Source: an optimization exercise on an open RTL-to-GDS flow (aim: small area). Production flows keep margins and buffers that such runs may drop. At most, simulation tests tie the RTL to the original design; equivalence was not proved.

== before ==
==> module space_vector_modulator, before the edit <==
module space_vector_modulator
(
    input  logic        clk,
    input  logic        reset,
    input  svpwm_pkg::sample_t alpha,
    input  svpwm_pkg::sample_t beta,
    input  logic        in_valid,
    output logic        in_ready,
    output logic [11:0] duty_u,
    output logic [11:0] duty_v,
    output logic [11:0] duty_w,
    output logic        duty_valid,
    output logic        duty_write
);
    localparam logic [15:0] PERIOD = 16'(3000);
    logic [2:0] st;
    logic [15:0] a_r, b_r;
    logic [15:0] s2_t1, s2_t2;
    logic        s2_c, s2_e, s2_small;
    logic [15:0] s3_d, s3_t;
    logic        s3_c, s3_e;
    logic [1:0]  s3_sec;
    function automatic logic [15:0] radd(input logic [15:0] a, input logic [15:0] b, input logic cin);
        logic c;
        c = cin;
        for (int i = 0; i < 16; i++) begin
            radd[i] = a[i] ^ b[i] ^ c;
            c = (a[i] & b[i]) | (c & (a[i] ^ b[i]));
        end
    endfunction
    function automatic logic [15:0] sra1(input logic [15:0] x);
        sra1 = {x[15], x[15:1]};
    endfunction
    function automatic logic [11:0] clamp_duty(input svpwm_pkg::sample_t x);
        if (x < svpwm_pkg::sample_t'(20)) begin
            clamp_duty = 12'(20);
        end else if (x > svpwm_pkg::sample_t'(2980)) begin
            clamp_duty = 12'(2980);
        end else begin
            clamp_duty = x[11:0];
        end
    endfunction
    assign in_ready   = (st == 3'd0);
    assign duty_write = (st == 3'd6);
    logic m, sa;
    assign m  = b_r[15];
    assign sa = a_r[15];
    logic [24:0] a9, a137;
    logic [15:0] a_scaled;
    always_comb begin
        logic c;
        logic [24:0] x, y;
        x = {{9{a_r[15]}}, a_r};
        y = {{6{a_r[15]}}, a_r, 3'b0};
        c = 1'b0;
        for (int i = 0; i < 25; i++) begin
            a9[i] = x[i] ^ y[i] ^ c;
            c = (x[i] & y[i]) | (c & (x[i] ^ y[i]));
        end
        y = {{2{a_r[15]}}, a_r, 7'b0};
        c = 1'b0;
        for (int i = 0; i < 25; i++) begin
            a137[i] = a9[i] ^ y[i] ^ c;
            c = (a9[i] & y[i]) | (c & (a9[i] ^ y[i]));
        end
    end
    assign a_scaled = radd({a_r[14:0], 1'b0}, ~a137[24:9], a_r[8:0] == 9'd0);
    logic [15:0] abs_b, pp, qq, vv;
    logic        a_min, b_min, is_small;
    assign abs_b    = radd(b_r ^ {16{m}}, 16'd0, m);
    assign pp       = radd(abs_b, a_r, 1'b0);
    assign qq       = radd(abs_b, ~a_r, 1'b1);
    assign a_min    = (a_r == 16'h8000);
    assign b_min    = m && abs_b[15];
    assign is_small = !a_min && (b_min || (sa ? pp[15] : qq[15]));
    assign vv       = sa ? pp : qq;
    logic [15:0] kk, d_sum, d_car, d_val;
    logic        same, sel_t;
    assign same  = (sa == m);
    assign sel_t = s2_small ? !same : m;
    assign kk    = {s2_e, 13'(PERIOD >> 2), s2_c ? 2'b01 : 2'b10};
    always_comb begin
        for (int i = 0; i < 16; i++) begin
            d_sum[i] = kk[i] ^ s2_t1[i] ^ s2_t2[i];
            d_car[i] = (kk[i] & s2_t1[i]) | (kk[i] & s2_t2[i]) | (s2_t1[i] & s2_t2[i]);
        end
    end
    assign d_val = radd(d_sum, {d_car[14:0], 1'b0}, 1'b0);
    logic [15:0] zz, ww, xo, yo, ysum;
    logic [11:0] cz, cx, cy;
    assign zz   = sra1(s3_d);
    assign ww   = m ? radd(PERIOD, ~zz, 1'b1) : zz;
    assign xo   = radd(~ww, {PERIOD[15:2], m ? {s3_d[0], !s3_d[0]} : {1'b0, !s3_d[0]}}, 1'b0);
    assign ysum = radd(ww, s3_t ^ {16{m}}, s3_c ^ m);
    assign yo   = {ysum[15] ^ s3_e, ysum[14:0]};
    assign cz   = clamp_duty(ww);
    assign cx   = clamp_duty(xo);
    assign cy   = clamp_duty(yo);
    always_ff @(posedge clk) begin
        if (in_ready) begin
            a_r <= alpha;
            b_r <= beta;
        end else if (st == 3'd1) begin
            a_r <= a_scaled;
        end
        s2_small <= is_small;
        s2_t1    <= ~(is_small ? abs_b : sra1(pp));
        s2_t2    <= is_small ? sra1(vv) : ~sra1(qq);
        s2_c     <= is_small && !vv[0];
        s2_e     <= is_small && (vv == 16'h8000);
        s3_d     <= d_val;
        s3_t     <= ~(sel_t ? s2_t2 : s2_t1);
        s3_c     <= sel_t && s2_c;
        s3_e     <= sel_t && s2_e;
        s3_sec   <= s2_small ? (same ? 2'd1 : 2'd2) : 2'd0;
        if (duty_write) begin
            case (s3_sec)
                2'd0:    begin duty_u <= cy; duty_v <= cx; duty_w <= cz; end
                2'd1:    begin duty_u <= cx; duty_v <= cy; duty_w <= cz; end
                default: begin duty_u <= cz; duty_v <= cx; duty_w <= cy; end
            endcase
        end
    end
    always_ff @(posedge clk or posedge reset) begin
        if (reset) begin
            st         <= 3'd7;
            duty_valid <= 1'b0;
        end else begin
            duty_valid <= duty_write;
            if (st == 3'd0) begin
                st <= in_valid ? 3'd1 : 3'd0;
            end else if (st == 3'd6 || st == 3'd7) begin
                st <= 3'd0;
            end else begin
                st <= st + 3'd1;
            end
        end
    end
endmodule
Settings: LEC_CHECK=0, ABC_AREA=1, CAP_MARGIN=20, CORE_MARGIN=2, CORE_UTILIZATION=40, CTS_CLUSTER_DIAMETER=120, CTS_CLUSTER_SIZE=24, SLEW_MARGIN=20; clock period 10.0 ns.
standard.sh (not shown) runs the stock make flow with config.mk's settings and CLKGATE_MAP_FILE= SYNTH_SCRIPT=/design/flow/synth_recipe.tcl, a recipe that flattens the netlist after the stock synthesis.
==> flow/flow/run.sh <==
#!/bin/bash
# Standard ORFS layout with two changes: an area-oriented ABC mapping script
# (flow/abc_area.script, used through ABC_AREA=1) and single-drive port buffers.
set -euo pipefail
here=$(pwd)
rm -rf "$here/scripts"
cp -r "$FLOW_HOME/scripts" "$here/scripts"
cp "$here/flow/abc_area.script" "$here/scripts/abc_area.script"
bash standard.sh "SCRIPTS_DIR=$here/scripts" \
    "BUFFER_PORTS_ARGS=-buffer_cell sky130_fd_sc_hd__buf_1" finish > "$here/flow_make.log" 2>&1
==> flow/flow/abc_area.script <==
&get -n
&st
&deepsyn -T 20
&dch -f
&nf -a
&put
topo
stime -c
before has completed all stages; timing, DRC and antenna checks passed.
The following lists how after was set up differently from before:
--- a/flow/design.v
+++ b/flow/design.v
@@ -17,17 +17,13 @@
     output logic        duty_valid,
     output logic        duty_write
 );
     localparam logic [15:0] PERIOD = 16'(3000);
     logic [2:0] st;
     logic [15:0] a_r, b_r;
-    logic [15:0] s2_t1, s2_t2;
-    logic        s2_c, s2_e, s2_small;
-    logic [15:0] s3_d, s3_t;
-    logic        s3_c, s3_e;
-    logic [1:0]  s3_sec;
+    logic        f_m, f_small, f_same, f_c, f_e;
     function automatic logic [15:0] radd(input logic [15:0] a, input logic [15:0] b, input logic cin);
         logic c;
         c = cin;
         for (int i = 0; i < 16; i++) begin
             radd[i] = a[i] ^ b[i] ^ c;
             c = (a[i] & b[i]) | (c & (a[i] ^ b[i]));
@@ -45,13 +41,13 @@
             clamp_duty = x[11:0];
         end
     endfunction
     assign in_ready   = (st == 3'd0);
     assign duty_write = (st == 3'd6);
     logic m, sa;
-    assign m  = b_r[15];
+    assign m  = f_m;
     assign sa = a_r[15];
     logic [24:0] a9, a137;
     logic [15:0] a_scaled;
     always_comb begin
         logic c;
         logic [24:0] x, y;
@@ -70,59 +66,67 @@
         end
     end
     assign a_scaled = radd({a_r[14:0], 1'b0}, ~a137[24:9], a_r[8:0] == 9'd0);
     logic [15:0] abs_b, pp, qq, vv;
     logic        a_min, b_min, is_small;
     assign abs_b    = radd(b_r ^ {16{m}}, 16'd0, m);
+    logic [15:0] t1_n, t2_n;
+    assign t1_n     = ~(is_small ? abs_b : sra1(pp));
+    assign t2_n     = is_small ? sra1(vv) : ~sra1(qq);
     assign pp       = radd(abs_b, a_r, 1'b0);
     assign qq       = radd(abs_b, ~a_r, 1'b1);
     assign a_min    = (a_r == 16'h8000);
     assign b_min    = m && abs_b[15];
     assign is_small = !a_min && (b_min || (sa ? pp[15] : qq[15]));
     assign vv       = sa ? pp : qq;
     logic [15:0] kk, d_sum, d_car, d_val;
     logic        same, sel_t;
-    assign same  = (sa == m);
-    assign sel_t = s2_small ? !same : m;
-    assign kk    = {s2_e, 13'(PERIOD >> 2), s2_c ? 2'b01 : 2'b10};
+    assign same  = f_same;
+    assign sel_t = f_small ? !same : m;
+    assign kk    = {f_e, 13'(PERIOD >> 2), f_c ? 2'b01 : 2'b10};
     always_comb begin
         for (int i = 0; i < 16; i++) begin
-            d_sum[i] = kk[i] ^ s2_t1[i] ^ s2_t2[i];
-            d_car[i] = (kk[i] & s2_t1[i]) | (kk[i] & s2_t2[i]) | (s2_t1[i] & s2_t2[i]);
+            d_sum[i] = kk[i] ^ a_r[i] ^ b_r[i];
+            d_car[i] = (kk[i] & a_r[i]) | (kk[i] & b_r[i]) | (a_r[i] & b_r[i]);
         end
     end
     assign d_val = radd(d_sum, {d_car[14:0], 1'b0}, 1'b0);
     logic [15:0] zz, ww, xo, yo, ysum;
     logic [11:0] cz, cx, cy;
-    assign zz   = sra1(s3_d);
+    logic [1:0] sec;
+    assign sec  = f_small ? (f_same ? 2'd1 : 2'd2) : 2'd0;
+    assign zz   = sra1(a_r);
     assign ww   = m ? radd(PERIOD, ~zz, 1'b1) : zz;
-    assign xo   = radd(~ww, {PERIOD[15:2], m ? {s3_d[0], !s3_d[0]} : {1'b0, !s3_d[0]}}, 1'b0);
-    assign ysum = radd(ww, s3_t ^ {16{m}}, s3_c ^ m);
-    assign yo   = {ysum[15] ^ s3_e, ysum[14:0]};
+    assign xo   = radd(~ww, {PERIOD[15:2], m ? {a_r[0], !a_r[0]} : {1'b0, !a_r[0]}}, 1'b0);
+    assign ysum = radd(ww, b_r ^ {16{m}}, f_c ^ m);
+    assign yo   = {ysum[15] ^ f_e, ysum[14:0]};
     assign cz   = clamp_duty(ww);
     assign cx   = clamp_duty(xo);
     assign cy   = clamp_duty(yo);
     always_ff @(posedge clk) begin
         if (in_ready) begin
             a_r <= alpha;
             b_r <= beta;
+            f_m <= beta[15];
         end else if (st == 3'd1) begin
             a_r <= a_scaled;
+        end else if (st == 3'd2) begin
+            a_r     <= t1_n;
+            b_r     <= t2_n;
+            f_small <= is_small;
+            f_same  <= (sa == m);
+            f_c     <= is_small && !vv[0];
+            f_e     <= is_small && (vv == 16'h8000);
+        end else if (st == 3'd3) begin
+            a_r <= d_val;
+            b_r <= ~(sel_t ? b_r : a_r);
+            f_c <= sel_t && f_c;
+            f_e <= sel_t && f_e;
         end
-        s2_small <= is_small;
-        s2_t1    <= ~(is_small ? abs_b : sra1(pp));
-        s2_t2    <= is_small ? sra1(vv) : ~sra1(qq);
-        s2_c     <= is_small && !vv[0];
-        s2_e     <= is_small && (vv == 16'h8000);
-        s3_d     <= d_val;
-        s3_t     <= ~(sel_t ? s2_t2 : s2_t1);
-        s3_c     <= sel_t && s2_c;
-        s3_e     <= sel_t && s2_e;
-        s3_sec   <= s2_small ? (same ? 2'd1 : 2'd2) : 2'd0;
         if (duty_write) begin
-            case (s3_sec)
+            case (sec)
                 2'd0:    begin duty_u <= cy; duty_v <= cx; duty_w <= cz; end
                 2'd1:    begin duty_u <= cx; duty_v <= cy; duty_w <= cz; end
                 default: begin duty_u <= cz; duty_v <= cx; duty_w <= cy; end
             endcase
         end
     end
### Flow results
In the final design statistics, after uses fewer standard cells in total than before.
before has lower wire length on met1 than after.
In the flow results for before and after, the portion of the post-synthesis area used by sequential elements is smaller on after.
Transition at the pin with the smallest max-transition slack: before and after compared, lower one is before
Number of sinks handled by clock tree synthesis: after vs before down about 30%
Cell area on after is down relative to before.
| fraction of the mapped netlist area in compound gates | after vs before | 4.4 points higher |
As of after, met2 wire length had risen by a few percent compared to before.
before has lower synthesis-to-layout area growth than after.
Lower count of non-CTS buffers in the layout among before and after: before
Number of enable-type register cells in the synthesized netlist delta for after relative to before: 4.8% higher
Run comparison: after first element of the critical path u_modulator.a_r[1]; before first element of the critical path u_modulator.a_r[4]
Function not checked in after: the RTL went through the layout flow alone.

==> separate check: timing with driven ports <==
The results above use ideal ports. As a check the final layouts listed here were re-extracted and re-timed, cells and wires unchanged.
Step 1 (the two cells are an assumption about what drives the block):
set clk [get_ports {clk}]
set_driving_cell -lib_cell sky130_fd_sc_hd__clkbuf_16 $clk
set_driving_cell -lib_cell sky130_fd_sc_hd__buf_2 [delete_from_list [all_inputs] $clk]
Step 2, shift: input delay + t, output delay - t, t = (earliest + latest rising clock arrival at the registers) / 2. This alone moves slack from input paths to output paths.
a / b / c = no drivers / after step 1 / after step 2; a / b = the first two.
run	t, ns	setup slack, ns	worst hold slack (ns)	worst setup path after step 2	cell pins on the clock port's net
before	0.516	0.455 / 0.455 / 0.455	0.447 / 0.447 / 0.447	register to register	1
after	0.484	0.420 / 0.420 / 0.420	0.454 / 0.454 / 0.454	register to register	1
After both steps every run listed still meets setup and hold.
